From an optimization exercise on the open Yosys and OpenROAD flow, aimed at small area, a short achievable clock period and few clock cycles; shortcuts taken in it are not production practice.
In this exercise RTL edits were held to simulation tests only and were not proved equivalent to the original.
No activity file was given, so power comes from the tool's default toggle rates.

File: flow/config.mk
export PLATFORM = sky130hd
export DESIGN_NAME = krnl_acc
export DESIGN_NICKNAME = krnl_acc
export VERILOG_FILES = /design/flow/design.v
export SDC_FILE = /design/flow/constraint.sdc
export NUM_CORES = 4
export LEC_CHECK = 0
export ABC_CLOCK_PERIOD_IN_PS = 4000
export CAP_MARGIN = 20
export CORE_MARGIN = 2
export CORE_UTILIZATION = 75
export SETUP_SLACK_MARGIN = 5.0
export SLEW_MARGIN = 20
export SYNTH_HIERARCHICAL = 1
File: flow/constraint.sdc
create_clock -name core_clock -period 9.0 [get_ports {ap_clk}]
set_input_delay 1.8000 -clock core_clock [delete_from_list [all_inputs] [get_ports {ap_clk}]]
set_output_delay 1.8000 -clock core_clock [all_outputs]
set_load 0.01 [all_outputs]
File: flow/design.v
`default_nettype none
package acc_pkg;
  localparam int LANES  = 4;
  localparam int LANE_W = 16;
  localparam int ACC_W  = 32;
  localparam int DATA_W = LANES * LANE_W;
endpackage
`default_nettype wire
`default_nettype none
`timescale 1ns/1ns
module acc_ctrl (
  input  logic        ap_clk,
  input  logic        ap_rst_n,
  input  logic        ap_start,
  input  logic [31:0] cfg,
  input  logic        ifm_valid,
  input  logic        wgt_valid,
  input  logic        ofm_ready,
  output logic        ap_idle,
  output logic        ap_done,
  output logic        take,        
  output logic        ready,       
  output logic        clr,         
  output logic        adv_out,     
  output logic        ofm_valid
);
  logic        busy;        
  logic        adv;         
  logic        in_act;      
  logic        done_q;
  logic        p_last;      
  logic        p_jlast;     
  logic        cs_fin;      
  logic        cs_last;     
  logic        out_q;       
  logic        o_last;      
  logic        fresh;       
  logic [15:0] ci_q;        
  logic [15:0] pc;          
  logic [15:0] wc;          
  logic [15:0] pc_cur;      
  logic [15:0] pc_dec;
  logic [15:0] wc_dec;
  logic        last_in;     
  logic start_acc;
  logic word_end;
  logic emit;
  logic cs_fin_nx;
  logic may_block;
  logic may_block_nx;
  logic can_take;
  logic can_take_q;
  logic in_act_nx;
  logic p_last_nx;
  logic out_q_nx;
  assign start_acc = ap_start && !busy;
  assign emit      = out_q && ofm_ready;
  assign adv_out   = cs_fin && (!out_q || ofm_ready);
  assign cs_fin_nx = adv ? p_last : (adv_out ? 1'b0 : cs_fin);
  assign out_q_nx  = adv_out ? 1'b1 : (emit ? 1'b0 : out_q);
  assign may_block = (adv && p_last && (cs_fin || out_q)) || (cs_fin && out_q);
  assign can_take  = in_act && !may_block;
  assign ready     = can_take && ifm_valid && wgt_valid;
  assign take      = can_take_q && ifm_valid && wgt_valid;
  assign in_act_nx    = start_acc ? 1'b1 : ((take && word_end && last_in) ? 1'b0 : in_act);
  assign p_last_nx    = take ? word_end : p_last;
  assign may_block_nx = (take && p_last_nx && (cs_fin_nx || out_q_nx)) || (cs_fin_nx && out_q_nx);
  assign pc_cur    = fresh ? ci_q : pc;
  assign word_end  = (pc_cur == 16'd1);
  assign last_in   = (wc == 16'd1);
  always_comb begin
    logic bp;
    logic bw;
    bp = 1'b1;
    bw = 1'b1;
    for (int i = 0; i < 16; i++) begin
      pc_dec[i] = pc_cur[i] ^ bp;
      wc_dec[i] = wc[i] ^ bw;
      bp = bp & ~pc_cur[i];
      bw = bw & ~wc[i];
    end
  end
  always_ff @(posedge ap_clk) begin
    if (!ap_rst_n) begin
      busy    <= 1'b0;
      in_act  <= 1'b0;
      done_q  <= 1'b0;
      cs_fin  <= 1'b0;
      out_q   <= 1'b0;
      adv     <= 1'b0;
      clr     <= 1'b0;
      fresh   <= 1'b1;
      can_take_q <= 1'b0;
    end else begin
      can_take_q <= in_act_nx && !may_block_nx;
      done_q <= 1'b0;
      in_act <= in_act_nx;
      if (start_acc) begin
        busy   <= 1'b1;
        fresh  <= 1'b1;
      end
      if (take) begin
        fresh <= word_end;
      end
      cs_fin <= cs_fin_nx;
      out_q  <= out_q_nx;
      adv    <= take;
      clr    <= take && fresh;
      if (emit && o_last) begin
        busy   <= 1'b0;
        done_q <= 1'b1;
      end
    end
  end
  always_ff @(posedge ap_clk) begin
    p_last <= p_last_nx;
    if (take) begin
      p_jlast <= last_in;
    end
    if (adv) begin
      cs_last <= p_jlast;
    end
    if (adv_out) begin
      o_last <= cs_last;
    end
  end
  always_ff @(posedge ap_clk) begin
    if (start_acc) begin
      ci_q <= cfg[31:16];
    end
    if (take) begin
      pc <= pc_dec;
    end
    if (start_acc) begin
      wc <= cfg[15:0];
    end else if (take && word_end) begin
      wc <= wc_dec;
    end
  end
  assign ap_idle   = !busy;
  assign ap_done   = done_q;
  assign ofm_valid = out_q;
endmodule
`default_nettype wire
`default_nettype none
module mac_lane (
  input  logic [15:0] a,
  input  logic [15:0] b,
  input  logic [31:0] s_in,
  input  logic [31:0] c_in,
  output logic [31:0] s_out,
  output logic [31:0] c_out
);
  logic [255:0] pp;
  logic hs0;
  logic hc0;
  logic fs0;
  logic fc0;
  logic hs1;
  logic hc1;
  logic fs1;
  logic fc1;
  logic fs2;
  logic fc2;
  logic hs2;
  logic hc2;
  logic fs3;
  logic fc3;
  logic fs4;
  logic fc4;
  logic fs5;
  logic fc5;
  logic hs3;
  logic hc3;
  logic fs6;
  logic fc6;
  logic fs7;
  logic fc7;
  logic fs8;
  logic fc8;
  logic fs9;
  logic fc9;
  logic hs4;
  logic hc4;
  logic fs10;
  logic fc10;
  logic fs11;
  logic fc11;
  logic fs12;
  logic fc12;
  logic fs13;
  logic fc13;
  logic hs5;
  logic hc5;
  logic fs14;
  logic fc14;
  logic fs15;
  logic fc15;
  logic fs16;
  logic fc16;
  logic fs17;
  logic fc17;
  logic fs18;
  logic fc18;
  logic fs19;
  logic fc19;
  logic fs20;
  logic fc20;
  logic fs21;
  logic fc21;
  logic fs22;
  logic fc22;
  logic fs23;
  logic fc23;
  logic hs6;
  logic hc6;
  logic fs24;
  logic fc24;
  logic hs7;
  logic hc7;
  logic fs25;
  logic fc25;
  logic fs26;
  logic fc26;
  logic hs8;
  logic hc8;
  logic fs27;
  logic fc27;
  logic fs28;
  logic fc28;
  logic fs29;
  logic fc29;
  logic hs9;
  logic hc9;
  logic fs30;
  logic fc30;
  logic fs31;
  logic fc31;
  logic fs32;
  logic fc32;
  logic fs33;
  logic fc33;
  logic fs34;
  logic fc34;
  logic fs35;
  logic fc35;
  logic fs36;
  logic fc36;
  logic fs37;
  logic fc37;
  logic fs38;
  logic fc38;
  logic fs39;
  logic fc39;
  logic fs40;
  logic fc40;
  logic fs41;
  logic fc41;
  logic fs42;
  logic fc42;
  logic fs43;
  logic fc43;
  logic fs44;
  logic fc44;
  logic fs45;
  logic fc45;
  logic fs46;
  logic fc46;
  logic fs47;
  logic fc47;
  logic fs48;
  logic fc48;
  logic fs49;
  logic fc49;
  logic fs50;
  logic fc50;
  logic fs51;
  logic fc51;
  logic fs52;
  logic fc52;
  logic fs53;
  logic fc53;
  logic fs54;
  logic fc54;
  logic fs55;
  logic fc55;
  logic fs56;
  logic fc56;
  logic fs57;
  logic fc57;
  logic fs58;
  logic fc58;
  logic fs59;
  logic fc59;
  logic fs60;
  logic fc60;
  logic fs61;
  logic fc61;
  logic fs62;
  logic fc62;
  logic fs63;
  logic fc63;
  logic fs64;
  logic fc64;
  logic fs65;
  logic fc65;
  logic fs66;
  logic fc66;
  logic fs67;
  logic fc67;
  logic fs68;
  logic fc68;
  logic fs69;
  logic fc69;
  logic fs70;
  logic fc70;
  logic fs71;
  logic fc71;
  logic fs72;
  logic fc72;
  logic fs73;
  logic fc73;
  logic fs74;
  logic fc74;
  logic fs75;
  logic fc75;
  logic fs76;
  logic fc76;
  logic fs77;
  logic fc77;
  logic fs78;
  logic fc78;
  logic fs79;
  logic fc79;
  logic hs10;
  logic hc10;
  logic fs80;
  logic fc80;
  logic hs11;
  logic hc11;
  logic fs81;
  logic fc81;
  logic fs82;
  logic fc82;
  logic hs12;
  logic hc12;
  logic fs83;
  logic fc83;
  logic fs84;
  logic fc84;
  logic fs85;
  logic fc85;
  logic fs86;
  logic fc86;
  logic fs87;
  logic fc87;
  logic fs88;
  logic fc88;
  logic fs89;
  logic fc89;
  logic fs90;
  logic fc90;
  logic fs91;
  logic fc91;
  logic fs92;
  logic fc92;
  logic fs93;
  logic fc93;
  logic fs94;
  logic fc94;
  logic fs95;
  logic fc95;
  logic fs96;
  logic fc96;
  logic fs97;
  logic fc97;
  logic fs98;
  logic fc98;
  logic fs99;
  logic fc99;
  logic fs100;
  logic fc100;
  logic fs101;
  logic fc101;
  logic fs102;
  logic fc102;
  logic fs103;
  logic fc103;
  logic fs104;
  logic fc104;
  logic fs105;
  logic fc105;
  logic fs106;
  logic fc106;
  logic fs107;
  logic fc107;
  logic fs108;
  logic fc108;
  logic fs109;
  logic fc109;
  logic fs110;
  logic fc110;
  logic fs111;
  logic fc111;
  logic fs112;
  logic fc112;
  logic fs113;
  logic fc113;
  logic fs114;
  logic fc114;
  logic fs115;
  logic fc115;
  logic fs116;
  logic fc116;
  logic fs117;
  logic fc117;
  logic fs118;
  logic fc118;
  logic fs119;
  logic fc119;
  logic fs120;
  logic fc120;
  logic fs121;
  logic fc121;
  logic fs122;
  logic fc122;
  logic fs123;
  logic fc123;
  logic fs124;
  logic fc124;
  logic fs125;
  logic fc125;
  logic fs126;
  logic fc126;
  logic fs127;
  logic fc127;
  logic fs128;
  logic fc128;
  logic fs129;
  logic fc129;
  logic fs130;
  logic fc130;
  logic fs131;
  logic fc131;
  logic fs132;
  logic fc132;
  logic fs133;
  logic fc133;
  logic fs134;
  logic fc134;
  logic fs135;
  logic fc135;
  logic fs136;
  logic fc136;
  logic fs137;
  logic fc137;
  logic fs138;
  logic fc138;
  logic fs139;
  logic fc139;
  logic fs140;
  logic fc140;
  logic fs141;
  logic fc141;
  logic fs142;
  logic fc142;
  logic hs13;
  logic hc13;
  logic fs143;
  logic fc143;
  logic hs14;
  logic hc14;
  logic fs144;
  logic fc144;
  logic fs145;
  logic fc145;
  logic fs146;
  logic fc146;
  logic fs147;
  logic fc147;
  logic fs148;
  logic fc148;
  logic fs149;
  logic fc149;
  logic fs150;
  logic fc150;
  logic fs151;
  logic fc151;
  logic fs152;
  logic fc152;
  logic fs153;
  logic fc153;
  logic fs154;
  logic fc154;
  logic fs155;
  logic fc155;
  logic fs156;
  logic fc156;
  logic fs157;
  logic fc157;
  logic fs158;
  logic fc158;
  logic fs159;
  logic fc159;
  logic fs160;
  logic fc160;
  logic fs161;
  logic fc161;
  logic fs162;
  logic fc162;
  logic fs163;
  logic fc163;
  logic fs164;
  logic fc164;
  logic fs165;
  logic fc165;
  logic fs166;
  logic fc166;
  logic fs167;
  logic fc167;
  logic fs168;
  logic fc168;
  logic fs169;
  logic fc169;
  logic fs170;
  logic fc170;
  logic fs171;
  logic fc171;
  logic fs172;
  logic fc172;
  logic fs173;
  logic fc173;
  logic fs174;
  logic fc174;
  logic fs175;
  logic fc175;
  logic fs176;
  logic fc176;
  logic fs177;
  logic fc177;
  logic fs178;
  logic fc178;
  logic fs179;
  logic fc179;
  logic fs180;
  logic fc180;
  logic fs181;
  logic fc181;
  logic fs182;
  logic fc182;
  logic fs183;
  logic fc183;
  logic fs184;
  logic fc184;
  logic fs185;
  logic fc185;
  logic fs186;
  logic fc186;
  logic fs187;
  logic fc187;
  logic fs188;
  logic fc188;
  logic fs189;
  logic fc189;
  logic fs190;
  logic fc190;
  logic fs191;
  logic fc191;
  logic fs192;
  logic fc192;
  logic fs193;
  logic fc193;
  logic fs194;
  logic fc194;
  logic hs15;
  logic hc15;
  logic fs195;
  logic fc195;
  logic fs196;
  logic fc196;
  logic fs197;
  logic fc197;
  logic fs198;
  logic fc198;
  logic fs199;
  logic fc199;
  logic fs200;
  logic fc200;
  logic fs201;
  logic fc201;
  logic fs202;
  logic fc202;
  logic fs203;
  logic fc203;
  logic fs204;
  logic fc204;
  logic fs205;
  logic fc205;
  logic fs206;
  logic fc206;
  logic fs207;
  logic fc207;
  logic fs208;
  logic fc208;
  logic fs209;
  logic fc209;
  logic fs210;
  logic fc210;
  logic fs211;
  logic fc211;
  logic fs212;
  logic fc212;
  logic fs213;
  logic fc213;
  logic fs214;
  logic fc214;
  logic fs215;
  logic fc215;
  logic fs216;
  logic fc216;
  logic fs217;
  logic fc217;
  logic fs218;
  logic fc218;
  logic fs219;
  logic fc219;
  logic fs220;
  logic fc220;
  logic fs221;
  logic fc221;
  logic fs222;
  logic fc222;
  logic fs223;
  logic fc223;
  logic hs16;
  logic hc16;
  logic fs224;
  logic fc224;
  logic fs225;
  logic fc225;
  logic fs226;
  logic fc226;
  logic fs227;
  logic fc227;
  logic fs228;
  logic fc228;
  logic fs229;
  logic fc229;
  logic fs230;
  logic fc230;
  logic fs231;
  logic fc231;
  logic fs232;
  logic fc232;
  logic fs233;
  logic fc233;
  logic fs234;
  logic fc234;
  logic fs235;
  logic fc235;
  logic fs236;
  logic fc236;
  logic fs237;
  logic fc237;
  logic fs238;
  logic fc238;
  logic fs239;
  logic fc239;
  logic fs240;
  logic fc240;
  logic fs241;
  logic fc241;
  logic fs242;
  logic fc242;
  logic fs243;
  logic fc243;
  logic fs244;
  logic fc244;
  logic fs245;
  logic fc245;
  logic fs246;
  logic fc246;
  logic fs247;
  logic fc247;
  logic fs248;
  logic fc248;
  logic fs249;
  logic fc249;
  logic fs250;
  logic fc250;
  logic fs251;
  logic fc251;
  logic fs252;
  logic fc252;
  logic fs253;
  logic fc253;
  logic fs254;
  always_comb begin
    for (int i = 0; i < 16; i++) begin
      for (int j = 0; j < 16; j++) begin
        pp[i*16+j] = ~(a[i] & b[j]);
      end
    end
  end
  assign hs0 = ~(pp[11] ^ pp[26]);
  assign hc0 = pp[11] | pp[26];
  mac_fa u_fa0 (.a(pp[12]), .b(pp[27]), .c(pp[42]), .s(fs0), .co(fc0));
  assign hs1 = ~(pp[57] ^ pp[72]);
  assign hc1 = pp[57] | pp[72];
  mac_fa u_fa1 (.a(pp[13]), .b(pp[28]), .c(pp[43]), .s(fs1), .co(fc1));
  mac_fa u_fa2 (.a(pp[58]), .b(pp[73]), .c(pp[88]), .s(fs2), .co(fc2));
  assign hs2 = ~(pp[103] ^ pp[118]);
  assign hc2 = pp[103] | pp[118];
  mac_fa u_fa3 (.a(pp[14]), .b(pp[29]), .c(pp[44]), .s(fs3), .co(fc3));
  mac_fa u_fa4 (.a(pp[59]), .b(pp[74]), .c(pp[89]), .s(fs4), .co(fc4));
  mac_fa u_fa5 (.a(pp[104]), .b(pp[119]), .c(pp[134]), .s(fs5), .co(fc5));
  assign hs3 = ~(pp[149] ^ pp[164]);
  assign hc3 = pp[149] | pp[164];
  mac_fa u_fa6 (.a(pp[15]), .b(pp[30]), .c(pp[45]), .s(fs6), .co(fc6));
  mac_fa u_fa7 (.a(pp[60]), .b(pp[75]), .c(pp[90]), .s(fs7), .co(fc7));
  mac_fa u_fa8 (.a(pp[105]), .b(pp[120]), .c(pp[135]), .s(fs8), .co(fc8));
  mac_fa u_fa9 (.a(pp[150]), .b(pp[165]), .c(pp[180]), .s(fs9), .co(fc9));
  assign hs4 = ~(pp[195] ^ pp[210]);
  assign hc4 = pp[195] | pp[210];
  mac_fa u_fa10 (.a(pp[31]), .b(pp[46]), .c(pp[61]), .s(fs10), .co(fc10));
  mac_fa u_fa11 (.a(pp[76]), .b(pp[91]), .c(pp[106]), .s(fs11), .co(fc11));
  mac_fa u_fa12 (.a(pp[121]), .b(pp[136]), .c(pp[151]), .s(fs12), .co(fc12));
  mac_fa u_fa13 (.a(pp[166]), .b(pp[181]), .c(pp[196]), .s(fs13), .co(fc13));
  assign hs5 = ~(pp[211] ^ pp[226]);
  assign hc5 = pp[211] | pp[226];
  mac_fa u_fa14 (.a(pp[47]), .b(pp[62]), .c(pp[77]), .s(fs14), .co(fc14));
  mac_fa u_fa15 (.a(pp[92]), .b(pp[107]), .c(pp[122]), .s(fs15), .co(fc15));
  mac_fa u_fa16 (.a(pp[137]), .b(pp[152]), .c(pp[167]), .s(fs16), .co(fc16));
  mac_fa u_fa17 (.a(pp[182]), .b(pp[197]), .c(pp[212]), .s(fs17), .co(fc17));
  mac_fa u_fa18 (.a(pp[63]), .b(pp[78]), .c(pp[93]), .s(fs18), .co(fc18));
  mac_fa u_fa19 (.a(pp[108]), .b(pp[123]), .c(pp[138]), .s(fs19), .co(fc19));
  mac_fa u_fa20 (.a(pp[153]), .b(pp[168]), .c(pp[183]), .s(fs20), .co(fc20));
  mac_fa u_fa21 (.a(pp[79]), .b(pp[94]), .c(pp[109]), .s(fs21), .co(fc21));
  mac_fa u_fa22 (.a(pp[124]), .b(pp[139]), .c(pp[154]), .s(fs22), .co(fc22));
  mac_fa u_fa23 (.a(pp[95]), .b(pp[110]), .c(pp[125]), .s(fs23), .co(fc23));
  assign hs6 = ~(pp[7] ^ pp[22]);
  assign hc6 = pp[7] | pp[22];
  mac_fa u_fa24 (.a(pp[8]), .b(pp[23]), .c(pp[38]), .s(fs24), .co(fc24));
  assign hs7 = ~(pp[53] ^ pp[68]);
  assign hc7 = pp[53] | pp[68];
  mac_fa u_fa25 (.a(pp[9]), .b(pp[24]), .c(pp[39]), .s(fs25), .co(fc25));
  mac_fa u_fa26 (.a(pp[54]), .b(pp[69]), .c(pp[84]), .s(fs26), .co(fc26));
  assign hs8 = ~(pp[99] ^ pp[114]);
  assign hc8 = pp[99] | pp[114];
  mac_fa u_fa27 (.a(pp[10]), .b(pp[25]), .c(pp[40]), .s(fs27), .co(fc27));
  mac_fa u_fa28 (.a(pp[55]), .b(pp[70]), .c(pp[85]), .s(fs28), .co(fc28));
  mac_fa u_fa29 (.a(pp[100]), .b(pp[115]), .c(pp[130]), .s(fs29), .co(fc29));
  assign hs9 = ~(pp[145] ^ pp[160]);
  assign hc9 = pp[145] | pp[160];
  mac_fa u_fa30 (.a(pp[41]), .b(pp[56]), .c(pp[71]), .s(fs30), .co(fc30));
  mac_fa u_fa31 (.a(pp[86]), .b(pp[101]), .c(pp[116]), .s(fs31), .co(fc31));
  mac_fa u_fa32 (.a(pp[131]), .b(pp[146]), .c(pp[161]), .s(fs32), .co(fc32));
  mac_fa u_fa33 (.a(pp[176]), .b(hs0), .c(s_in[11]), .s(fs33), .co(fc33));
  mac_fa u_fa34 (.a(pp[87]), .b(pp[102]), .c(pp[117]), .s(fs34), .co(fc34));
  mac_fa u_fa35 (.a(pp[132]), .b(pp[147]), .c(pp[162]), .s(fs35), .co(fc35));
  mac_fa u_fa36 (.a(pp[177]), .b(pp[192]), .c(hc0), .s(fs36), .co(fc36));
  mac_fa u_fa37 (.a(hs1), .b(s_in[12]), .c(c_in[12]), .s(fs37), .co(fc37));
  mac_fa u_fa38 (.a(pp[133]), .b(pp[148]), .c(pp[163]), .s(fs38), .co(fc38));
  mac_fa u_fa39 (.a(pp[178]), .b(pp[193]), .c(pp[208]), .s(fs39), .co(fc39));
  mac_fa u_fa40 (.a(hc1), .b(hs2), .c(s_in[13]), .s(fs40), .co(fc40));
  mac_fa u_fa41 (.a(c_in[13]), .b(fc0), .c(fs1), .s(fs41), .co(fc41));
  mac_fa u_fa42 (.a(pp[179]), .b(pp[194]), .c(pp[209]), .s(fs42), .co(fc42));
  mac_fa u_fa43 (.a(pp[224]), .b(hc2), .c(hs3), .s(fs43), .co(fc43));
  mac_fa u_fa44 (.a(s_in[14]), .b(c_in[14]), .c(fc1), .s(fs44), .co(fc44));
  mac_fa u_fa45 (.a(fc2), .b(fs3), .c(fs4), .s(fs45), .co(fc45));
  mac_fa u_fa46 (.a(pp[225]), .b(pp[240]), .c(hc3), .s(fs46), .co(fc46));
  mac_fa u_fa47 (.a(hs4), .b(s_in[15]), .c(c_in[15]), .s(fs47), .co(fc47));
  mac_fa u_fa48 (.a(fc3), .b(fc4), .c(fc5), .s(fs48), .co(fc48));
  mac_fa u_fa49 (.a(fs6), .b(fs7), .c(fs8), .s(fs49), .co(fc49));
  mac_fa u_fa50 (.a(pp[241]), .b(hc4), .c(hs5), .s(fs50), .co(fc50));
  mac_fa u_fa51 (.a(s_in[16]), .b(c_in[16]), .c(fc6), .s(fs51), .co(fc51));
  mac_fa u_fa52 (.a(fc7), .b(fc8), .c(fc9), .s(fs52), .co(fc52));
  mac_fa u_fa53 (.a(fs10), .b(fs11), .c(fs12), .s(fs53), .co(fc53));
  mac_fa u_fa54 (.a(pp[227]), .b(pp[242]), .c(hc5), .s(fs54), .co(fc54));
  mac_fa u_fa55 (.a(s_in[17]), .b(c_in[17]), .c(fc10), .s(fs55), .co(fc55));
  mac_fa u_fa56 (.a(fc11), .b(fc12), .c(fc13), .s(fs56), .co(fc56));
  mac_fa u_fa57 (.a(fs14), .b(fs15), .c(fs16), .s(fs57), .co(fc57));
  mac_fa u_fa58 (.a(pp[198]), .b(pp[213]), .c(pp[228]), .s(fs58), .co(fc58));
  mac_fa u_fa59 (.a(pp[243]), .b(s_in[18]), .c(c_in[18]), .s(fs59), .co(fc59));
  mac_fa u_fa60 (.a(fc14), .b(fc15), .c(fc16), .s(fs60), .co(fc60));
  mac_fa u_fa61 (.a(fc17), .b(fs18), .c(fs19), .s(fs61), .co(fc61));
  mac_fa u_fa62 (.a(pp[169]), .b(pp[184]), .c(pp[199]), .s(fs62), .co(fc62));
  mac_fa u_fa63 (.a(pp[214]), .b(pp[229]), .c(pp[244]), .s(fs63), .co(fc63));
  mac_fa u_fa64 (.a(s_in[19]), .b(c_in[19]), .c(fc18), .s(fs64), .co(fc64));
  mac_fa u_fa65 (.a(fc19), .b(fc20), .c(fs21), .s(fs65), .co(fc65));
  mac_fa u_fa66 (.a(pp[140]), .b(pp[155]), .c(pp[170]), .s(fs66), .co(fc66));
  mac_fa u_fa67 (.a(pp[185]), .b(pp[200]), .c(pp[215]), .s(fs67), .co(fc67));
  mac_fa u_fa68 (.a(pp[230]), .b(pp[245]), .c(s_in[20]), .s(fs68), .co(fc68));
  mac_fa u_fa69 (.a(c_in[20]), .b(fc21), .c(fc22), .s(fs69), .co(fc69));
  mac_fa u_fa70 (.a(pp[111]), .b(pp[126]), .c(pp[141]), .s(fs70), .co(fc70));
  mac_fa u_fa71 (.a(pp[156]), .b(pp[171]), .c(pp[186]), .s(fs71), .co(fc71));
  mac_fa u_fa72 (.a(pp[201]), .b(pp[216]), .c(pp[231]), .s(fs72), .co(fc72));
  mac_fa u_fa73 (.a(pp[246]), .b(s_in[21]), .c(c_in[21]), .s(fs73), .co(fc73));
  mac_fa u_fa74 (.a(pp[127]), .b(pp[142]), .c(pp[157]), .s(fs74), .co(fc74));
  mac_fa u_fa75 (.a(pp[172]), .b(pp[187]), .c(pp[202]), .s(fs75), .co(fc75));
  mac_fa u_fa76 (.a(pp[217]), .b(pp[232]), .c(pp[247]), .s(fs76), .co(fc76));
  mac_fa u_fa77 (.a(pp[143]), .b(pp[158]), .c(pp[173]), .s(fs77), .co(fc77));
  mac_fa u_fa78 (.a(pp[188]), .b(pp[203]), .c(pp[218]), .s(fs78), .co(fc78));
  mac_fa u_fa79 (.a(pp[159]), .b(pp[174]), .c(pp[189]), .s(fs79), .co(fc79));
  assign hs10 = ~(pp[4] ^ pp[19]);
  assign hc10 = pp[4] | pp[19];
  mac_fa u_fa80 (.a(pp[5]), .b(pp[20]), .c(pp[35]), .s(fs80), .co(fc80));
  assign hs11 = ~(pp[50] ^ pp[65]);
  assign hc11 = pp[50] | pp[65];
  mac_fa u_fa81 (.a(pp[6]), .b(pp[21]), .c(pp[36]), .s(fs81), .co(fc81));
  mac_fa u_fa82 (.a(pp[51]), .b(pp[66]), .c(pp[81]), .s(fs82), .co(fc82));
  assign hs12 = ~(pp[96] ^ s_in[6]);
  assign hc12 = pp[96] | s_in[6];
  mac_fa u_fa83 (.a(pp[37]), .b(pp[52]), .c(pp[67]), .s(fs83), .co(fc83));
  mac_fa u_fa84 (.a(pp[82]), .b(pp[97]), .c(pp[112]), .s(fs84), .co(fc84));
  mac_fa u_fa85 (.a(hs6), .b(s_in[7]), .c(c_in[7]), .s(fs85), .co(fc85));
  mac_fa u_fa86 (.a(pp[83]), .b(pp[98]), .c(pp[113]), .s(fs86), .co(fc86));
  mac_fa u_fa87 (.a(pp[128]), .b(hc6), .c(hs7), .s(fs87), .co(fc87));
  mac_fa u_fa88 (.a(s_in[8]), .b(c_in[8]), .c(fs24), .s(fs88), .co(fc88));
  mac_fa u_fa89 (.a(pp[129]), .b(pp[144]), .c(hc7), .s(fs89), .co(fc89));
  mac_fa u_fa90 (.a(hs8), .b(s_in[9]), .c(c_in[9]), .s(fs90), .co(fc90));
  mac_fa u_fa91 (.a(fc24), .b(fs25), .c(fs26), .s(fs91), .co(fc91));
  mac_fa u_fa92 (.a(hc8), .b(hs9), .c(s_in[10]), .s(fs92), .co(fc92));
  mac_fa u_fa93 (.a(c_in[10]), .b(fc25), .c(fc26), .s(fs93), .co(fc93));
  mac_fa u_fa94 (.a(fs27), .b(fs28), .c(fs29), .s(fs94), .co(fc94));
  mac_fa u_fa95 (.a(hc9), .b(c_in[11]), .c(fc27), .s(fs95), .co(fc95));
  mac_fa u_fa96 (.a(fc28), .b(fc29), .c(fs30), .s(fs96), .co(fc96));
  mac_fa u_fa97 (.a(fs31), .b(fs32), .c(fs33), .s(fs97), .co(fc97));
  mac_fa u_fa98 (.a(fc30), .b(fc31), .c(fc32), .s(fs98), .co(fc98));
  mac_fa u_fa99 (.a(fs34), .b(fs35), .c(fs0), .s(fs99), .co(fc99));
  mac_fa u_fa100 (.a(fs36), .b(fc33), .c(fs37), .s(fs100), .co(fc100));
  mac_fa u_fa101 (.a(fc34), .b(fc35), .c(fs38), .s(fs101), .co(fc101));
  mac_fa u_fa102 (.a(fs39), .b(fs2), .c(fc36), .s(fs102), .co(fc102));
  mac_fa u_fa103 (.a(fc37), .b(fs40), .c(fs41), .s(fs103), .co(fc103));
  mac_fa u_fa104 (.a(fc38), .b(fc39), .c(fs42), .s(fs104), .co(fc104));
  mac_fa u_fa105 (.a(fs5), .b(fc40), .c(fs43), .s(fs105), .co(fc105));
  mac_fa u_fa106 (.a(fc41), .b(fs44), .c(fs45), .s(fs106), .co(fc106));
  mac_fa u_fa107 (.a(fc42), .b(fs9), .c(fs46), .s(fs107), .co(fc107));
  mac_fa u_fa108 (.a(fc43), .b(fs47), .c(fc44), .s(fs108), .co(fc108));
  mac_fa u_fa109 (.a(fc45), .b(fs48), .c(fs49), .s(fs109), .co(fc109));
  mac_fa u_fa110 (.a(fs13), .b(fc46), .c(fc47), .s(fs110), .co(fc110));
  mac_fa u_fa111 (.a(fs50), .b(fc48), .c(fc49), .s(fs111), .co(fc111));
  mac_fa u_fa112 (.a(fs51), .b(fs52), .c(fs53), .s(fs112), .co(fc112));
  mac_fa u_fa113 (.a(fs17), .b(fs54), .c(fc50), .s(fs113), .co(fc113));
  mac_fa u_fa114 (.a(fc51), .b(fc52), .c(fc53), .s(fs114), .co(fc114));
  mac_fa u_fa115 (.a(fs55), .b(fs56), .c(fs57), .s(fs115), .co(fc115));
  mac_fa u_fa116 (.a(fs58), .b(fs20), .c(fc54), .s(fs116), .co(fc116));
  mac_fa u_fa117 (.a(fs59), .b(fc55), .c(fc56), .s(fs117), .co(fc117));
  mac_fa u_fa118 (.a(fc57), .b(fs60), .c(fs61), .s(fs118), .co(fc118));
  mac_fa u_fa119 (.a(fc58), .b(fs62), .c(fs63), .s(fs119), .co(fc119));
  mac_fa u_fa120 (.a(fs22), .b(fc59), .c(fc60), .s(fs120), .co(fc120));
  mac_fa u_fa121 (.a(fc61), .b(fs64), .c(fs65), .s(fs121), .co(fc121));
  mac_fa u_fa122 (.a(fc62), .b(fc63), .c(fs66), .s(fs122), .co(fc122));
  mac_fa u_fa123 (.a(fs67), .b(fs23), .c(fs68), .s(fs123), .co(fc123));
  mac_fa u_fa124 (.a(fc64), .b(fc65), .c(fs69), .s(fs124), .co(fc124));
  mac_fa u_fa125 (.a(fc66), .b(fc67), .c(fc23), .s(fs125), .co(fc125));
  mac_fa u_fa126 (.a(fs70), .b(fs71), .c(fs72), .s(fs126), .co(fc126));
  mac_fa u_fa127 (.a(fc68), .b(fs73), .c(fc69), .s(fs127), .co(fc127));
  mac_fa u_fa128 (.a(s_in[22]), .b(c_in[22]), .c(fc70), .s(fs128), .co(fc128));
  mac_fa u_fa129 (.a(fc71), .b(fc72), .c(fs74), .s(fs129), .co(fc129));
  mac_fa u_fa130 (.a(fs75), .b(fs76), .c(fc73), .s(fs130), .co(fc130));
  mac_fa u_fa131 (.a(pp[233]), .b(pp[248]), .c(s_in[23]), .s(fs131), .co(fc131));
  mac_fa u_fa132 (.a(c_in[23]), .b(fc74), .c(fc75), .s(fs132), .co(fc132));
  mac_fa u_fa133 (.a(fc76), .b(fs77), .c(fs78), .s(fs133), .co(fc133));
  mac_fa u_fa134 (.a(pp[204]), .b(pp[219]), .c(pp[234]), .s(fs134), .co(fc134));
  mac_fa u_fa135 (.a(pp[249]), .b(s_in[24]), .c(c_in[24]), .s(fs135), .co(fc135));
  mac_fa u_fa136 (.a(fc77), .b(fc78), .c(fs79), .s(fs136), .co(fc136));
  mac_fa u_fa137 (.a(pp[175]), .b(pp[190]), .c(pp[205]), .s(fs137), .co(fc137));
  mac_fa u_fa138 (.a(pp[220]), .b(pp[235]), .c(pp[250]), .s(fs138), .co(fc138));
  mac_fa u_fa139 (.a(s_in[25]), .b(c_in[25]), .c(fc79), .s(fs139), .co(fc139));
  mac_fa u_fa140 (.a(pp[191]), .b(pp[206]), .c(pp[221]), .s(fs140), .co(fc140));
  mac_fa u_fa141 (.a(pp[236]), .b(pp[251]), .c(s_in[26]), .s(fs141), .co(fc141));
  mac_fa u_fa142 (.a(pp[207]), .b(pp[222]), .c(pp[237]), .s(fs142), .co(fc142));
  assign hs13 = ~(pp[2] ^ pp[17]);
  assign hc13 = pp[2] | pp[17];
  mac_fa u_fa143 (.a(pp[3]), .b(pp[18]), .c(pp[33]), .s(fs143), .co(fc143));
  assign hs14 = ~(pp[48] ^ s_in[3]);
  assign hc14 = pp[48] | s_in[3];
  mac_fa u_fa144 (.a(pp[34]), .b(pp[49]), .c(pp[64]), .s(fs144), .co(fc144));
  mac_fa u_fa145 (.a(hs10), .b(s_in[4]), .c(c_in[4]), .s(fs145), .co(fc145));
  mac_fa u_fa146 (.a(pp[80]), .b(hc10), .c(hs11), .s(fs146), .co(fc146));
  mac_fa u_fa147 (.a(s_in[5]), .b(c_in[5]), .c(fs80), .s(fs147), .co(fc147));
  mac_fa u_fa148 (.a(hc11), .b(c_in[6]), .c(fc80), .s(fs148), .co(fc148));
  mac_fa u_fa149 (.a(fs81), .b(fs82), .c(hs12), .s(fs149), .co(fc149));
  mac_fa u_fa150 (.a(fc81), .b(fc82), .c(fs83), .s(fs150), .co(fc150));
  mac_fa u_fa151 (.a(fs84), .b(hc12), .c(fs85), .s(fs151), .co(fc151));
  mac_fa u_fa152 (.a(fc83), .b(fc84), .c(fs86), .s(fs152), .co(fc152));
  mac_fa u_fa153 (.a(fc85), .b(fs87), .c(fs88), .s(fs153), .co(fc153));
  mac_fa u_fa154 (.a(fc86), .b(fs89), .c(fc87), .s(fs154), .co(fc154));
  mac_fa u_fa155 (.a(fs90), .b(fc88), .c(fs91), .s(fs155), .co(fc155));
  mac_fa u_fa156 (.a(fc89), .b(fc90), .c(fs92), .s(fs156), .co(fc156));
  mac_fa u_fa157 (.a(fc91), .b(fs93), .c(fs94), .s(fs157), .co(fc157));
  mac_fa u_fa158 (.a(fc92), .b(fc93), .c(fc94), .s(fs158), .co(fc158));
  mac_fa u_fa159 (.a(fs95), .b(fs96), .c(fs97), .s(fs159), .co(fc159));
  mac_fa u_fa160 (.a(fc95), .b(fc96), .c(fs98), .s(fs160), .co(fc160));
  mac_fa u_fa161 (.a(fs99), .b(fc97), .c(fs100), .s(fs161), .co(fc161));
  mac_fa u_fa162 (.a(fc98), .b(fc99), .c(fs101), .s(fs162), .co(fc162));
  mac_fa u_fa163 (.a(fs102), .b(fc100), .c(fs103), .s(fs163), .co(fc163));
  mac_fa u_fa164 (.a(fc101), .b(fs104), .c(fc102), .s(fs164), .co(fc164));
  mac_fa u_fa165 (.a(fs105), .b(fc103), .c(fs106), .s(fs165), .co(fc165));
  mac_fa u_fa166 (.a(fc104), .b(fs107), .c(fc105), .s(fs166), .co(fc166));
  mac_fa u_fa167 (.a(fs108), .b(fc106), .c(fs109), .s(fs167), .co(fc167));
  mac_fa u_fa168 (.a(fc107), .b(fs110), .c(fc108), .s(fs168), .co(fc168));
  mac_fa u_fa169 (.a(fc109), .b(fs111), .c(fs112), .s(fs169), .co(fc169));
  mac_fa u_fa170 (.a(fc110), .b(fs113), .c(fc111), .s(fs170), .co(fc170));
  mac_fa u_fa171 (.a(fc112), .b(fs114), .c(fs115), .s(fs171), .co(fc171));
  mac_fa u_fa172 (.a(fs116), .b(fc113), .c(fc114), .s(fs172), .co(fc172));
  mac_fa u_fa173 (.a(fs117), .b(fc115), .c(fs118), .s(fs173), .co(fc173));
  mac_fa u_fa174 (.a(fs119), .b(fc116), .c(fc117), .s(fs174), .co(fc174));
  mac_fa u_fa175 (.a(fs120), .b(fc118), .c(fs121), .s(fs175), .co(fc175));
  mac_fa u_fa176 (.a(fc119), .b(fs122), .c(fc120), .s(fs176), .co(fc176));
  mac_fa u_fa177 (.a(fs123), .b(fc121), .c(fs124), .s(fs177), .co(fc177));
  mac_fa u_fa178 (.a(fc122), .b(fs125), .c(fs126), .s(fs178), .co(fc178));
  mac_fa u_fa179 (.a(fc123), .b(fc124), .c(fs127), .s(fs179), .co(fc179));
  mac_fa u_fa180 (.a(fc125), .b(fc126), .c(fs128), .s(fs180), .co(fc180));
  mac_fa u_fa181 (.a(fs129), .b(fs130), .c(fc127), .s(fs181), .co(fc181));
  mac_fa u_fa182 (.a(fs131), .b(fc128), .c(fc129), .s(fs182), .co(fc182));
  mac_fa u_fa183 (.a(fs132), .b(fs133), .c(fc130), .s(fs183), .co(fc183));
  mac_fa u_fa184 (.a(fs134), .b(fc131), .c(fs135), .s(fs184), .co(fc184));
  mac_fa u_fa185 (.a(fc132), .b(fc133), .c(fs136), .s(fs185), .co(fc185));
  mac_fa u_fa186 (.a(fc134), .b(fs137), .c(fs138), .s(fs186), .co(fc186));
  mac_fa u_fa187 (.a(fc135), .b(fc136), .c(fs139), .s(fs187), .co(fc187));
  mac_fa u_fa188 (.a(c_in[26]), .b(fc137), .c(fc138), .s(fs188), .co(fc188));
  mac_fa u_fa189 (.a(fs140), .b(fs141), .c(fc139), .s(fs189), .co(fc189));
  mac_fa u_fa190 (.a(pp[252]), .b(s_in[27]), .c(c_in[27]), .s(fs190), .co(fc190));
  mac_fa u_fa191 (.a(fc140), .b(fs142), .c(fc141), .s(fs191), .co(fc191));
  mac_fa u_fa192 (.a(pp[223]), .b(pp[238]), .c(pp[253]), .s(fs192), .co(fc192));
  mac_fa u_fa193 (.a(s_in[28]), .b(c_in[28]), .c(fc142), .s(fs193), .co(fc193));
  mac_fa u_fa194 (.a(pp[239]), .b(pp[254]), .c(s_in[29]), .s(fs194), .co(fc194));
  assign hs15 = ~(pp[1] ^ pp[16]);
  assign hc15 = pp[1] | pp[16];
  mac_fa u_fa195 (.a(pp[32]), .b(hs13), .c(s_in[2]), .s(fs195), .co(fc195));
  mac_fa u_fa196 (.a(hc13), .b(c_in[3]), .c(fs143), .s(fs196), .co(fc196));
  mac_fa u_fa197 (.a(fc143), .b(fs144), .c(hc14), .s(fs197), .co(fc197));
  mac_fa u_fa198 (.a(fc144), .b(fc145), .c(fs146), .s(fs198), .co(fc198));
  mac_fa u_fa199 (.a(fc146), .b(fc147), .c(fs148), .s(fs199), .co(fc199));
  mac_fa u_fa200 (.a(fc148), .b(fs150), .c(fc149), .s(fs200), .co(fc200));
  mac_fa u_fa201 (.a(fc150), .b(fs152), .c(fc151), .s(fs201), .co(fc201));
  mac_fa u_fa202 (.a(fc152), .b(fs154), .c(fc153), .s(fs202), .co(fc202));
  mac_fa u_fa203 (.a(fc154), .b(fs156), .c(fc155), .s(fs203), .co(fc203));
  mac_fa u_fa204 (.a(fc156), .b(fc157), .c(fs158), .s(fs204), .co(fc204));
  mac_fa u_fa205 (.a(fc158), .b(fs160), .c(fc159), .s(fs205), .co(fc205));
  mac_fa u_fa206 (.a(fc160), .b(fs162), .c(fc161), .s(fs206), .co(fc206));
  mac_fa u_fa207 (.a(fc162), .b(fs164), .c(fc163), .s(fs207), .co(fc207));
  mac_fa u_fa208 (.a(fc164), .b(fs166), .c(fc165), .s(fs208), .co(fc208));
  mac_fa u_fa209 (.a(fc166), .b(fs168), .c(fc167), .s(fs209), .co(fc209));
  mac_fa u_fa210 (.a(fc168), .b(fs170), .c(fc169), .s(fs210), .co(fc210));
  mac_fa u_fa211 (.a(fc170), .b(fs172), .c(fc171), .s(fs211), .co(fc211));
  mac_fa u_fa212 (.a(fc172), .b(fs174), .c(fc173), .s(fs212), .co(fc212));
  mac_fa u_fa213 (.a(fc174), .b(fs176), .c(fc175), .s(fs213), .co(fc213));
  mac_fa u_fa214 (.a(fs178), .b(fc176), .c(fc177), .s(fs214), .co(fc214));
  mac_fa u_fa215 (.a(fc178), .b(fs180), .c(fc179), .s(fs215), .co(fc215));
  mac_fa u_fa216 (.a(fc180), .b(fs182), .c(fs183), .s(fs216), .co(fc216));
  mac_fa u_fa217 (.a(fs184), .b(fc182), .c(fs185), .s(fs217), .co(fc217));
  mac_fa u_fa218 (.a(fs186), .b(fc184), .c(fc185), .s(fs218), .co(fc218));
  mac_fa u_fa219 (.a(fc186), .b(fs188), .c(fc187), .s(fs219), .co(fc219));
  mac_fa u_fa220 (.a(fs190), .b(fc188), .c(fs191), .s(fs220), .co(fc220));
  mac_fa u_fa221 (.a(fs192), .b(fc190), .c(fs193), .s(fs221), .co(fc221));
  mac_fa u_fa222 (.a(c_in[29]), .b(fc192), .c(fs194), .s(fs222), .co(fc222));
  mac_fa u_fa223 (.a(pp[255]), .b(s_in[30]), .c(c_in[30]), .s(fs223), .co(fc223));
  assign hs16 = ~(pp[0] ^ s_in[0]);
  assign hc16 = pp[0] | s_in[0];
  mac_fa u_fa224 (.a(hs15), .b(s_in[1]), .c(c_in[1]), .s(fs224), .co(fc224));
  mac_fa u_fa225 (.a(hc15), .b(c_in[2]), .c(fs195), .s(fs225), .co(fc225));
  mac_fa u_fa226 (.a(hs14), .b(fc195), .c(fs196), .s(fs226), .co(fc226));
  mac_fa u_fa227 (.a(fs145), .b(fc196), .c(fs197), .s(fs227), .co(fc227));
  mac_fa u_fa228 (.a(fs147), .b(fc197), .c(fs198), .s(fs228), .co(fc228));
  mac_fa u_fa229 (.a(fs149), .b(fc198), .c(fs199), .s(fs229), .co(fc229));
  mac_fa u_fa230 (.a(fs151), .b(fc199), .c(fs200), .s(fs230), .co(fc230));
  mac_fa u_fa231 (.a(fs153), .b(fc200), .c(fs201), .s(fs231), .co(fc231));
  mac_fa u_fa232 (.a(fs155), .b(fc201), .c(fs202), .s(fs232), .co(fc232));
  mac_fa u_fa233 (.a(fs157), .b(fc202), .c(fs203), .s(fs233), .co(fc233));
  mac_fa u_fa234 (.a(fs159), .b(fc203), .c(fs204), .s(fs234), .co(fc234));
  mac_fa u_fa235 (.a(fs161), .b(fc204), .c(fs205), .s(fs235), .co(fc235));
  mac_fa u_fa236 (.a(fs163), .b(fc205), .c(fs206), .s(fs236), .co(fc236));
  mac_fa u_fa237 (.a(fs165), .b(fc206), .c(fs207), .s(fs237), .co(fc237));
  mac_fa u_fa238 (.a(fs167), .b(fc207), .c(fs208), .s(fs238), .co(fc238));
  mac_fa u_fa239 (.a(fs169), .b(fc208), .c(fs209), .s(fs239), .co(fc239));
  mac_fa u_fa240 (.a(fs171), .b(fc209), .c(fs210), .s(fs240), .co(fc240));
  mac_fa u_fa241 (.a(fs173), .b(fc210), .c(fs211), .s(fs241), .co(fc241));
  mac_fa u_fa242 (.a(fs175), .b(fc211), .c(fs212), .s(fs242), .co(fc242));
  mac_fa u_fa243 (.a(fs177), .b(fc212), .c(fs213), .s(fs243), .co(fc243));
  mac_fa u_fa244 (.a(fs179), .b(fc213), .c(fs214), .s(fs244), .co(fc244));
  mac_fa u_fa245 (.a(fs181), .b(fc214), .c(fs215), .s(fs245), .co(fc245));
  mac_fa u_fa246 (.a(fc181), .b(fs216), .c(fc215), .s(fs246), .co(fc246));
  mac_fa u_fa247 (.a(fc183), .b(fs217), .c(fc216), .s(fs247), .co(fc247));
  mac_fa u_fa248 (.a(fs187), .b(fc217), .c(fs218), .s(fs248), .co(fc248));
  mac_fa u_fa249 (.a(fs189), .b(fc218), .c(fs219), .s(fs249), .co(fc249));
  mac_fa u_fa250 (.a(fc189), .b(fs220), .c(fc219), .s(fs250), .co(fc250));
  mac_fa u_fa251 (.a(fc191), .b(fs221), .c(fc220), .s(fs251), .co(fc251));
  mac_fa u_fa252 (.a(fc193), .b(fs222), .c(fc221), .s(fs252), .co(fc252));
  mac_fa u_fa253 (.a(fc194), .b(fs223), .c(fc222), .s(fs253), .co(fc253));
  assign fs254 = s_in[31] ^ c_in[31] ^ fc223;
  assign s_out[0] = hs16;
  assign c_out[0] = c_in[0];
  assign s_out[1] = hc16;
  assign c_out[1] = fs224;
  assign s_out[2] = fc224;
  assign c_out[2] = fs225;
  assign s_out[3] = fc225;
  assign c_out[3] = fs226;
  assign s_out[4] = fc226;
  assign c_out[4] = fs227;
  assign s_out[5] = fc227;
  assign c_out[5] = fs228;
  assign s_out[6] = fc228;
  assign c_out[6] = fs229;
  assign s_out[7] = fc229;
  assign c_out[7] = fs230;
  assign s_out[8] = fc230;
  assign c_out[8] = fs231;
  assign s_out[9] = fc231;
  assign c_out[9] = fs232;
  assign s_out[10] = fc232;
  assign c_out[10] = fs233;
  assign s_out[11] = fc233;
  assign c_out[11] = fs234;
  assign s_out[12] = fc234;
  assign c_out[12] = fs235;
  assign s_out[13] = fc235;
  assign c_out[13] = fs236;
  assign s_out[14] = fc236;
  assign c_out[14] = fs237;
  assign s_out[15] = fc237;
  assign c_out[15] = fs238;
  assign s_out[16] = fc238;
  assign c_out[16] = fs239;
  assign s_out[17] = fc239;
  assign c_out[17] = fs240;
  assign s_out[18] = fc240;
  assign c_out[18] = fs241;
  assign s_out[19] = fc241;
  assign c_out[19] = fs242;
  assign s_out[20] = fc242;
  assign c_out[20] = fs243;
  assign s_out[21] = fc243;
  assign c_out[21] = fs244;
  assign s_out[22] = fc244;
  assign c_out[22] = fs245;
  assign s_out[23] = fc245;
  assign c_out[23] = fs246;
  assign s_out[24] = fc246;
  assign c_out[24] = fs247;
  assign s_out[25] = fc247;
  assign c_out[25] = fs248;
  assign s_out[26] = fc248;
  assign c_out[26] = fs249;
  assign s_out[27] = fc249;
  assign c_out[27] = fs250;
  assign s_out[28] = fc250;
  assign c_out[28] = fs251;
  assign s_out[29] = fc251;
  assign c_out[29] = fs252;
  assign s_out[30] = fc252;
  assign c_out[30] = fs253;
  assign s_out[31] = fc253;
  assign c_out[31] = fs254;
endmodule
module mac_fa (
  input  logic a,
  input  logic b,
  input  logic c,
  output logic s,
  output logic co
);
  assign s  = a ^ b ^ c;
  assign co = (a & b) | (a & c) | (b & c);
endmodule
`default_nettype wire
`default_nettype none
`timescale 1ns/1ns
module mac_engine (
  input  logic          ap_clk,
  input  logic          take,
  input  logic          clr,
  input  logic          adv_out,
  input  logic [63:0]   ifm_data,
  input  logic [63:0]   wgt_data,
  output logic [127:0]  ofm_data
);
  logic [63:0]      a_q;     
  logic [63:0]      b_q;
  logic [3:0][31:0] s_q;
  logic [3:0][31:0] c_q;
  logic [3:0][31:0] s_in;
  logic [3:0][31:0] c_in;
  logic [3:0][31:0] s_nx;
  logic [3:0][31:0] c_nx;
  logic [3:0][31:0] sum;
  logic [127:0]     o_q;     
  always_ff @(posedge ap_clk) begin
    for (int i = 0; i < 8; i++) begin
      a_q[i*8 +: 8] <= ifm_data[(7-i)*8 +: 8] & {8{take}};
      b_q[i*8 +: 8] <= wgt_data[(7-i)*8 +: 8];
    end
  end
  for (genvar l = 0; l < 4; l++) begin : g_lane
    assign s_in[l] = s_q[l] | {32{clr}};
    assign c_in[l] = c_q[l] | {32{clr}};
    mac_lane i_mac_lane (
      .a     (a_q[l*16 +: 16]),
      .b     (b_q[l*16 +: 16]),
      .s_in  (s_in[l]),
      .c_in  (c_in[l]),
      .s_out (s_nx[l]),
      .c_out (c_nx[l])
    );
    assign sum[l] = ~(s_q[l] + c_q[l] + 32'd1);
  end
  always_ff @(posedge ap_clk) begin
    s_q <= s_nx;
    c_q <= c_nx;
  end
  always_ff @(posedge ap_clk) begin
    if (adv_out) begin
      for (int l = 0; l < 4; l++) begin
        for (int i = 0; i < 4; i++) begin
          o_q[l*32 + i*8 +: 8] <= sum[l][(3-i)*8 +: 8];
        end
      end
    end
  end
  assign ofm_data = o_q;
endmodule
`default_nettype wire
`default_nettype none
`timescale 1ns/1ns
module krnl_acc (
  input  logic               ap_clk,
  input  logic               ap_rst_n,
  input  logic               ap_start,
  input  logic [31:0]        cfg,
  output logic               ap_idle,
  output logic               ap_done,
  input  logic               ifm_valid,
  output logic               ifm_ready,
  input  logic [63:0]        ifm_data,
  input  logic               wgt_valid,
  output logic               wgt_ready,
  input  logic [63:0]        wgt_data,
  output logic               ofm_valid,
  input  logic               ofm_ready,
  output logic [127:0]       ofm_data
);
  logic take;
  logic ready;
  logic clr;
  logic adv_out;
  acc_ctrl i_acc_ctrl (
    .ap_clk    (ap_clk),
    .ap_rst_n  (ap_rst_n),
    .ap_start  (ap_start),
    .cfg       (cfg),
    .ifm_valid (ifm_valid),
    .wgt_valid (wgt_valid),
    .ofm_ready (ofm_ready),
    .ap_idle   (ap_idle),
    .ap_done   (ap_done),
    .take      (take),
    .ready     (ready),
    .clr       (clr),
    .adv_out   (adv_out),
    .ofm_valid (ofm_valid)
  );
  mac_engine i_mac_engine (
    .ap_clk   (ap_clk),
    .take     (take),
    .clr      (clr),
    .adv_out  (adv_out),
    .ifm_data (ifm_data),
    .wgt_data (wgt_data),
    .ofm_data (ofm_data)
  );
  assign ifm_ready = ready;
  assign wgt_ready = ready;
endmodule
`default_nettype wire
File: flow/flow/run.sh
#!/bin/bash
# The standard layout (standard.sh, standard synthesis unchanged), with
# two changes to how cells are chosen:
# - the port buffers are inserted as sky130_fd_sc_hd__buf_1, the smallest
#   plain buffer, instead of the delay buffer buffer_ports picks by
#   default; every port still gets its buffer;
# - clock tree synthesis runs with ORFS's usual arguments plus
#   -dont_use_dummy_load, so it adds no dummy load cells to the clock tree,
#   and with sink clusters of up to 30 registers within 80 um.
# The make output goes to standard.log; each tool's own log is under orfs/logs/.
set -euo pipefail
export BUFFER_PORTS_ARGS="-buffer_cell sky130_fd_sc_hd__buf_1"
export CTS_ARGS="-sink_clustering_enable -repair_clock_nets -dont_use_dummy_load -sink_clustering_size 30 -sink_clustering_max_diameter 80"
bash standard.sh > standard.log 2>&1
File: flow/standard.sh
#!/bin/bash
# synth_recipe.tcl (not shown) runs the flow's synth.tcl, then flattens the netlist and writes it again
# the make line also repeats each setting of config.mk as NAME=value (left out here)
make -C /OpenROAD-flow-scripts/flow DESIGN_CONFIG=/design/flow/config.mk WORK_HOME=/design/flow/orfs CLKGATE_MAP_FILE= SYNTH_SCRIPT=/design/flow/synth_recipe.tcl "${@:-finish}"
==> impl_metrics.tcl <==
set metrics [dict create \
    status "timing/DRC/antenna clean" \
    finalPower_mw 13.4 \
    antenna_found_initial 1 \
    yosysTopAreaCell "fa_1" \
    synthXorXnorAreaFrac_pct 2.08 \
    ys_seq_elements 573 \
    clk_latency_ns 0.61 \
    grtUsageTotal_pct 35.4 \
    synth_top_area_share_pct 38.8 \
    post-route-period-util_pct 44.5 \
    area_growth_pct 0.0832 \
    via_count 33800 \
    gp_congestion 0.918 \
    grt_overflow 0 \
    slew_viol_final 0 \
    vias_per_cell 6.11 \
    fp.dieW_um 269 \
    timing.final.hold_violations 0 \
    seqCellArea_mm2 0.0134 \
    critPathKind "input pin to output port" \
    cts_tree "yes" \
    drtIter0Drc 2645 \
    yosysWarnings 9 \
    yosysMostFrequentCell "fa_1" \
    multiInputGateArea_mm2 0.0351 \
    ys_top_cells_by_count "1020 x fa_1, 1002 x nand2_1, 394 x dfxtp_1" \
    setup_slack_ns 4.99 \
    p_switching_mw 5.80 \
    die_area_mm2 0.0723 \
    post_dp_cell_area_mm2 0.0515 \
    drt_drc_violations_left 0 \
    wire_per_inst_um 22.4 \
    crit_fanout 2 \
    p_comb_share_pct 58.5 \
    worstMarginPinSlew_ns 0.962 \
    syn_area_mm2 0.0526 \
    cp_top_family "simple AND/OR/NAND/NOR gates" \
    required_ns 7.20 \
    synth-simple-area-share_pct 14.9 \
    fin_cells 5539 \
    min_path_type "flop to flop" \
    cap_violations 0 \
    place_inst 5501 \
    rows 97 \
    dp_hpwl_mm 90.8 \
    grt_pass1_wl_mm 195 \
    ys.flop_type "dfxtp_1" \
    ys_types 84 \
    design_area_mm2 0.0526 \
    max_slew_margin_pct 35.3 \
    leakage_nw 15.3 \
    avgSynthCellArea_um2 11.1 \
    worst-path-buf-inv 2 \
    synth_adder_area_share_pct 44.2 \
    syn_inst 4748 \
    die-height_um 269 \
    syn_nets 6160 \
    synth.mux.area_fraction_pct 0.343 \
    clkTransAtPathRegs_ns 0.10 \
    synth-compound-area-share_pct 5.02 \
    peakVddDrop_v 0.000200 \
    htree_levels 2 \
    wirelength_mm 124 \
    portBuffers 298 \
    ys_async_sr_fraction_pct 0 \
    synth_edf_count 179 \
    num_io_pins 299 \
    crit_arrival_ns 2.21 \
    critical-path-max-stage-delay_ns 0.14 \
    tns_ns 0 \
    clockBufferDepth 3 \
    dp_slack_ns 4.62 \
    clock.fmax_mhz 249 \
    antenna_cells 0 \
    utilization_pct 75.4 \
    cts_buffers 35 \
    power.internal_mw 7.63 \
    seq_power_share_pct 29.8 \
    cts_sinks 573 \
    p_per_area_mw_per_mm2 255 \
    layout-drive-gt1-share_pct 9.55 \
    period_minus_slack_ns 4.01 \
    cp_slowest_cell "nor2_4" \
    power_frac_clock_pct 11.6 \
    fin_worst_skew_ns 0.0654 \
    core_area_mm2 0.0698 \
    finalSetupViolCount 0 \
    start_util_pct 75.4 \
    antenna_left 0 \
    seq_area_frac_synth_pct 25.2 \
    cp-end-kind "output port" \
    grt_pass1_vias 35800 \
    synth_top_family_by_area "adder cells" \
    p_sw_share_pct 43.2 \
    layout.nets 6013 \
    rsz0062_at_grt "true" \
    drt_first_pass_iters 8 \
    crit_path_cell_trace "buf_8 > nand3_4 > nor2_4 > buf_6" \
    yosys-top-cells-area "fa_1 39%, dfxtp_1 15%, edfxtp_1 10%" \
    startpoint_type "input pin" \
    grt_max_degree 130 \
    clock-root-buffer "clkbuf_16" \
    fill_cells 4775 \
    holdWs_ns 0.434 \
]
-- per-module statistics from Yosys, one instance, submodules excluded --
module	area, um2	cells	times used	flops+latches
mac_fa	20.0	1	1016	0
mac_engine	20500	1839	1	512
krnl_acc	7.51	1	1	0
mac_lane	2200	416	4	0
acc_ctrl	2890	228	1	61
-- sequential cells by signal, indices dropped and copies added, names as in the netlist, 16 cells and up --
register,count
i_mac_engine.c_q,128
i_mac_engine.o_q,128
i_mac_engine.s_q,128
i_mac_engine.a_q,64
i_mac_engine.b_q,64
i_acc_ctrl.ci_q,16
i_acc_ctrl.pc,16
i_acc_ctrl.wc,16
-- path summary, 6_finish.rpt --
check / start / end / slack, ns / cells past startpoint
max reg2reg: i_mac_engine.a_q[12] / i_mac_engine.c_q[20] / 5.07 / 7
min reg2reg: i_acc_ctrl.cs_last / i_acc_ctrl.o_last / 0.43 / 0
max: ifm_valid / wgt_ready / 4.99 / 4
min: i_acc_ctrl.cs_last / i_acc_ctrl.o_last / 0.43 / 0
-- what timing repair did --
action	in CTS	in global routing
gates resized for setup	52	62
pin swaps	0	2
endpoints found under the setup margin	77	67
setup buffers	2	1
hold buffers	0	0
-- metal layers --
layer	routed length, um	vias up	global-route usage, %
li1	-	14400	-
met1	49100	17200	49.3
met2	57700	1848	56.2
met3	12500	318	7.55
met4	4450	0	11.7
met5	0	-	0
-- kinds of logic (layout without fill, tap and decap cells) --
family          after synthesis  after routing
compound gates              396            396
xor+xnor                    118            118
fa+ha+maj                  1247           1247
buf+inv                     718            569
flops                       573            573
mux                          18             18
simple gates               1678           1678
-- layout make-up --
| class | instances | share of cell area [%] |
|---|---|---|
| timing repair buffer | 309 | 2.45 |
| clock buffer | 35 | 1.66 |
| tap | 940 | 2.23 |
| sequential | 573 | 25.4 |
| inverter | 225 | 1.60 |
| multi-input combinational | 3457 | 66.6 |
-- power by group through the flow --
stage,sequential [mW],combinational (mW),clock [mW]
after CTS,3.99,7.81,1.59
after global routing,4.06,8.80,1.68
after floorplan,3.78,7.34,0
final,4.01,7.86,1.56
after global placement,4.04,7.51,0
after detailed placement,4.04,7.73,0
-- cells in the final DEF (no fill, tap or decap), types with 59 or more instances in the layout --
master,instances
dfxtp_1,298
nand2_1,1002
nor2_1,59
fa_1,1020
o21ai_0,75
buf_1,294
dfxtp_2,93
and2_1,198
edfxtp_1,179
xnor2_1,65
ha_1,226
inv_1,221
a21oi_1,117
or2_2,258
Testbench counts, summed over its fixed seeds: cycles 11,072.

-- what the ideal ports hide --
No port has a modelled driver above. Below, the same layout with a new extraction and two added sets of constraints.
Step 1 assumes that a clkbuf_16 drives the clock port and a buf_2 every other input.
Step 2 times the ports against the registers' clock, not the clock port: input delays grow and output delays shrink by t, the midpoint of the rising clock arrivals with the driver on.
Three values: no drivers, after step 1, after step 2; two values: the first two.
t, ns: 0.648
setup WS [ns]: 4.991 / 4.935 / 4.935
hold slack, ns: 0.434 / 0.434 / 0.434
slew at the worst register clock pin (ns): 0.11 / 0.11
After both steps this run still meets setup and hold. For this run, drivers alone change the setup slack by -0.056 ns; drivers and shift together by -0.056 ns.
